What follows belongs to an exercise in optimizing a design on an open flow for small area, a short achievable clock period and few clock cycles per item; a production flow would make more cautious choices.
Function was checked by simulation only, so behaviour that the tests miss may differ from the original.
Power is estimated from default activity; no workload was simulated.

## page_slot_directory_top
module page_slot_directory_top #(
	parameter int SLOT_COUNT = psd_pkg::SLOT_COUNT_DEF
) (
	input  wire logic                          clk,
	input  wire logic                          arst_n,
	input  wire logic                          start,
	output logic                               busy,
	input  wire logic                          operation,
	input  wire logic [psd_pkg::PAGE_W-1:0]    page_id,
	output logic                               done,
	output logic [psd_pkg::STATUS_W-1:0]       status,
	output logic [psd_pkg::SLOT_W-1:0]         slot
);
==> module psd_datapath, before the edit <==
module psd_datapath #(
	parameter int SLOT_COUNT = psd_pkg::SLOT_COUNT_DEF
) (
	input  wire logic                          clk,
	input  wire logic                          arst_n,
	input  wire psd_pkg::psd_cmd_t             cmd,
	input  wire logic                          operation,
	input  wire logic [psd_pkg::PAGE_W-1:0]    page_id,
	output logic                               done,
	output logic [psd_pkg::STATUS_W-1:0]       status,
	output logic [psd_pkg::SLOT_W-1:0]         slot
);
	localparam int IDX_W = (SLOT_COUNT > 1) ? $clog2(SLOT_COUNT) : 1;
	logic [SLOT_COUNT-1:0]           valid_q;
	logic [psd_pkg::PAGE_W-1:0]      page_q [SLOT_COUNT];
	logic                            op_s1;
	logic [psd_pkg::PAGE_W-1:0]      page_s1;
	logic                            op_s2;
	logic [psd_pkg::PAGE_W-1:0]      page_s2;
	logic [SLOT_COUNT-1:0]           raw_s2;    
	logic                            same_s2;   
	logic [SLOT_COUNT-1:0]           claim_q;   
	logic [SLOT_COUNT-1:0]           match;
	logic [SLOT_COUNT-1:0]           first_free;
	logic [SLOT_COUNT-1:0]           claim;
	logic [SLOT_COUNT-1:0]           clear;
	logic                            hit_any;
	logic                            free_any;
	logic                            below_full;
	logic [IDX_W-1:0]                hit_idx;
	logic [IDX_W-1:0]                free_idx;
	logic [psd_pkg::STATUS_W-1:0]    status_d;
	logic [psd_pkg::SLOT_W-1:0]      slot_d;
	logic                            done_q;
	logic [psd_pkg::STATUS_W-1:0]    status_q;
	logic [psd_pkg::SLOT_W-1:0]      slot_q;
	always_ff @(posedge clk) begin
		if (cmd.capture) begin
			op_s1   <= operation;
			page_s1 <= page_id;
		end
	end
	always_ff @(posedge clk) begin
		op_s2   <= op_s1;
		page_s2 <= page_s1;
		same_s2 <= (page_s1 == page_s2);
		for (int k = 0; k < SLOT_COUNT; k++) begin
			raw_s2[k] <= (page_q[k] == page_s1);
		end
	end
	always_comb begin
		hit_idx  = '0;
		free_idx = '0;
		for (int k = 0; k < SLOT_COUNT; k++) begin
			match[k] = valid_q[k] && (claim_q[k] ? same_s2 : raw_s2[k]);
		end
		for (int k = 0; k < SLOT_COUNT; k++) begin
			if (match[k]) begin
				hit_idx = hit_idx | IDX_W'(k);
			end
		end
		for (int k = SLOT_COUNT - 1; k >= 0; k--) begin
			if (!valid_q[k]) begin
				free_idx = IDX_W'(k);
			end
		end
		below_full = 1'b1;
		for (int k = 0; k < SLOT_COUNT; k++) begin
			first_free[k] = !valid_q[k] && below_full;
			below_full    = below_full && valid_q[k];
		end
		hit_any  = |match;
		free_any = !(&valid_q);
	end
	always_comb begin
		claim    = '0;
		clear    = '0;
		status_d = psd_pkg::ST_ABSENT;
		slot_d   = '0;
		if (op_s2 == psd_pkg::OP_GET) begin
			if (hit_any) begin
				status_d = psd_pkg::ST_HIT;
				slot_d   = psd_pkg::SLOT_W'(hit_idx);
			end else if (free_any) begin
				claim    = cmd.resolve ? first_free : '0;
				status_d = psd_pkg::ST_LOAD;
				slot_d   = psd_pkg::SLOT_W'(free_idx);
			end else begin
				status_d = psd_pkg::ST_FULL;
			end
		end else begin
			if (hit_any) begin
				clear    = cmd.resolve ? match : '0;
				status_d = psd_pkg::ST_REMOVED;
				slot_d   = psd_pkg::SLOT_W'(hit_idx);
			end
		end
	end
	always_ff @(posedge clk or negedge arst_n) begin
		if (!arst_n) begin
			valid_q <= '0;
		end else begin
			valid_q <= (valid_q & ~clear) | claim;
		end
	end
	always_ff @(posedge clk) begin
		claim_q <= claim;
		for (int k = 0; k < SLOT_COUNT; k++) begin
			if (claim[k]) begin
				page_q[k] <= page_s2;
			end
		end
	end
	always_ff @(posedge clk or negedge arst_n) begin
		if (!arst_n) begin
			done_q <= 1'b0;
		end else begin
			done_q <= cmd.resolve;
		end
	end
	always_ff @(posedge clk) begin
		status_q <= status_d;
		slot_q   <= slot_d;
	end
	assign done   = done_q;
	assign status = status_q;
	assign slot   = slot_q;
endmodule
make LEC_CHECK=0 CAP_MARGIN=20 CORE_MARGIN=2 CORE_UTILIZATION=40 SLEW_MARGIN=20 finish   # period 5.0 ns
run.sh (not shown) runs the stock make flow with config.mk's settings and CLKGATE_MAP_FILE= SYNTH_SCRIPT=/design/flow/synth_recipe.tcl, a recipe that flattens the netlist after the stock synthesis.
Testbench counts at the start, summed over its fixed seeds: cycles 16,024, items 16,000.
Then changed:
--- a/flow/design.v
+++ b/flow/design.v
@@ -69,16 +69,19 @@
 	logic [psd_pkg::PAGE_W-1:0]      page_s1;
 	logic                            op_s2;
 	logic [psd_pkg::PAGE_W-1:0]      page_s2;
-	logic [SLOT_COUNT-1:0]           raw_s2;    
+	logic [SLOT_COUNT-1:0]           match_s2;  
 	logic                            same_s2;   
-	logic [SLOT_COUNT-1:0]           claim_q;   
+	logic                            prev_present;
+	logic [SLOT_COUNT-1:0]           prev_onehot;
 	logic [SLOT_COUNT-1:0]           match;
 	logic [SLOT_COUNT-1:0]           first_free;
 	logic [SLOT_COUNT-1:0]           claim;
 	logic [SLOT_COUNT-1:0]           clear;
+	logic                            below_full;
 	logic                            hit_any;
 	logic                            free_any;
-	logic                            below_full;
+	logic                            alloc;
+	logic [IDX_W-1:0]                cmp_idx;
 	logic [IDX_W-1:0]                hit_idx;
 	logic [IDX_W-1:0]                free_idx;
 	logic [psd_pkg::STATUS_W-1:0]    status_d;
@@ -87,30 +90,34 @@
 	logic [psd_pkg::STATUS_W-1:0]    status_q;
 	logic [psd_pkg::SLOT_W-1:0]      slot_q;
 	always_ff @(posedge clk) begin
-		if (cmd.capture) begin
-			op_s1   <= operation;
-			page_s1 <= page_id;
-		end
+		op_s1   <= operation;
+		page_s1 <= page_id;
 	end
 	always_ff @(posedge clk) begin
 		op_s2   <= op_s1;
 		page_s2 <= page_s1;
-		same_s2 <= (page_s1 == page_s2);
-		for (int k = 0; k < SLOT_COUNT; k++) begin
-			raw_s2[k] <= (page_q[k] == page_s1);
+		same_s2 <= cmd.resolve && (page_s1 == page_s2);
+		for (int k = 0; k < SLOT_COUNT; k++) begin
+			match_s2[k] <= valid_q[k] && (page_q[k] == page_s1);
 		end
 	end
 	always_comb begin
-		hit_idx  = '0;
+		prev_present = (status_q == psd_pkg::ST_HIT) || (status_q == psd_pkg::ST_LOAD);
+		for (int k = 0; k < SLOT_COUNT; k++) begin
+			prev_onehot[k] = prev_present && (slot_q == psd_pkg::SLOT_W'(k));
+		end
+	end
+	always_comb begin
+		match   = same_s2 ? prev_onehot : match_s2;
+		hit_any = same_s2 ? prev_present : |match_s2;
+		cmp_idx = '0;
+		for (int k = 0; k < SLOT_COUNT; k++) begin
+			if (match_s2[k]) begin
+				cmp_idx = cmp_idx | IDX_W'(k);
+			end
+		end
+		hit_idx  = same_s2 ? IDX_W'(slot_q) : cmp_idx;
 		free_idx = '0;
-		for (int k = 0; k < SLOT_COUNT; k++) begin
-			match[k] = valid_q[k] && (claim_q[k] ? same_s2 : raw_s2[k]);
-		end
-		for (int k = 0; k < SLOT_COUNT; k++) begin
-			if (match[k]) begin
-				hit_idx = hit_idx | IDX_W'(k);
-			end
-		end
 		for (int k = SLOT_COUNT - 1; k >= 0; k--) begin
 			if (!valid_q[k]) begin
 				free_idx = IDX_W'(k);
@@ -121,12 +128,12 @@
 			first_free[k] = !valid_q[k] && below_full;
 			below_full    = below_full && valid_q[k];
 		end
-		hit_any  = |match;
 		free_any = !(&valid_q);
 	end
 	always_comb begin
-		claim    = '0;
-		clear    = '0;
+		alloc    = cmd.resolve && (op_s2 == psd_pkg::OP_GET) && !hit_any && free_any;
+		claim    = alloc ? first_free : '0;
+		clear    = (cmd.resolve && (op_s2 == psd_pkg::OP_REMOVE)) ? match : '0;
 		status_d = psd_pkg::ST_ABSENT;
 		slot_d   = '0;
 		if (op_s2 == psd_pkg::OP_GET) begin
@@ -134,7 +141,6 @@
 				status_d = psd_pkg::ST_HIT;
 				slot_d   = psd_pkg::SLOT_W'(hit_idx);
 			end else if (free_any) begin
-				claim    = cmd.resolve ? first_free : '0;
 				status_d = psd_pkg::ST_LOAD;
 				slot_d   = psd_pkg::SLOT_W'(free_idx);
 			end else begin
@@ -142,7 +148,6 @@
 			end
 		end else begin
 			if (hit_any) begin
-				clear    = cmd.resolve ? match : '0;
 				status_d = psd_pkg::ST_REMOVED;
 				slot_d   = psd_pkg::SLOT_W'(hit_idx);
 			end
@@ -156,9 +161,8 @@
 		end
 	end
 	always_ff @(posedge clk) begin
-		claim_q <= claim;
-		for (int k = 0; k < SLOT_COUNT; k++) begin
-			if (claim[k]) begin
+		for (int k = 0; k < SLOT_COUNT; k++) begin
+			if (!valid_q[k]) begin
 				page_q[k] <= page_s2;
 			end
 		end
The new run completed with no timing, DRC or antenna violations.
Design area goes down by 2.8%.
Total power rose by 7.4%.
Via count went up by 1.1%.
Utilization came out lower by 0.14 points.
Synthesized area goes down by 2.8%.
Testbench counts after the change, summed over its fixed seeds: cycles 16,024, items 16,000.

[re-timing with driven ports]
The flow's constraints put no driver on any port. The routed layouts listed below were extracted and timed again, unchanged, in two steps.
Step 1 sets driving cells, clkbuf_16 on the clock port and buf_2 on the other inputs (assumed; they add their load-dependent delay and slew).
Step 2 moves the port delays by t, midway between the first and last clock arrival at a register: inputs arrive t later, outputs are due t later. That takes back most of the time a late clock gives input paths.
a / b / c = no drivers / after step 1 / after step 2; a / b = the first two.
run	t, ns	setup WS [ns]	latest minus earliest clock arrival (ns)	worst slew at a driven data input, ns	cell pins on the clock port's net
the first run	0.651	1.318 / 1.318 / 1.318	0.023 / 0.024	0.04	1
the second run	0.652	2.161 / 2.161 / 2.161	0.029 / 0.030	0.07	1
After both steps setup and hold are still met in every run listed.
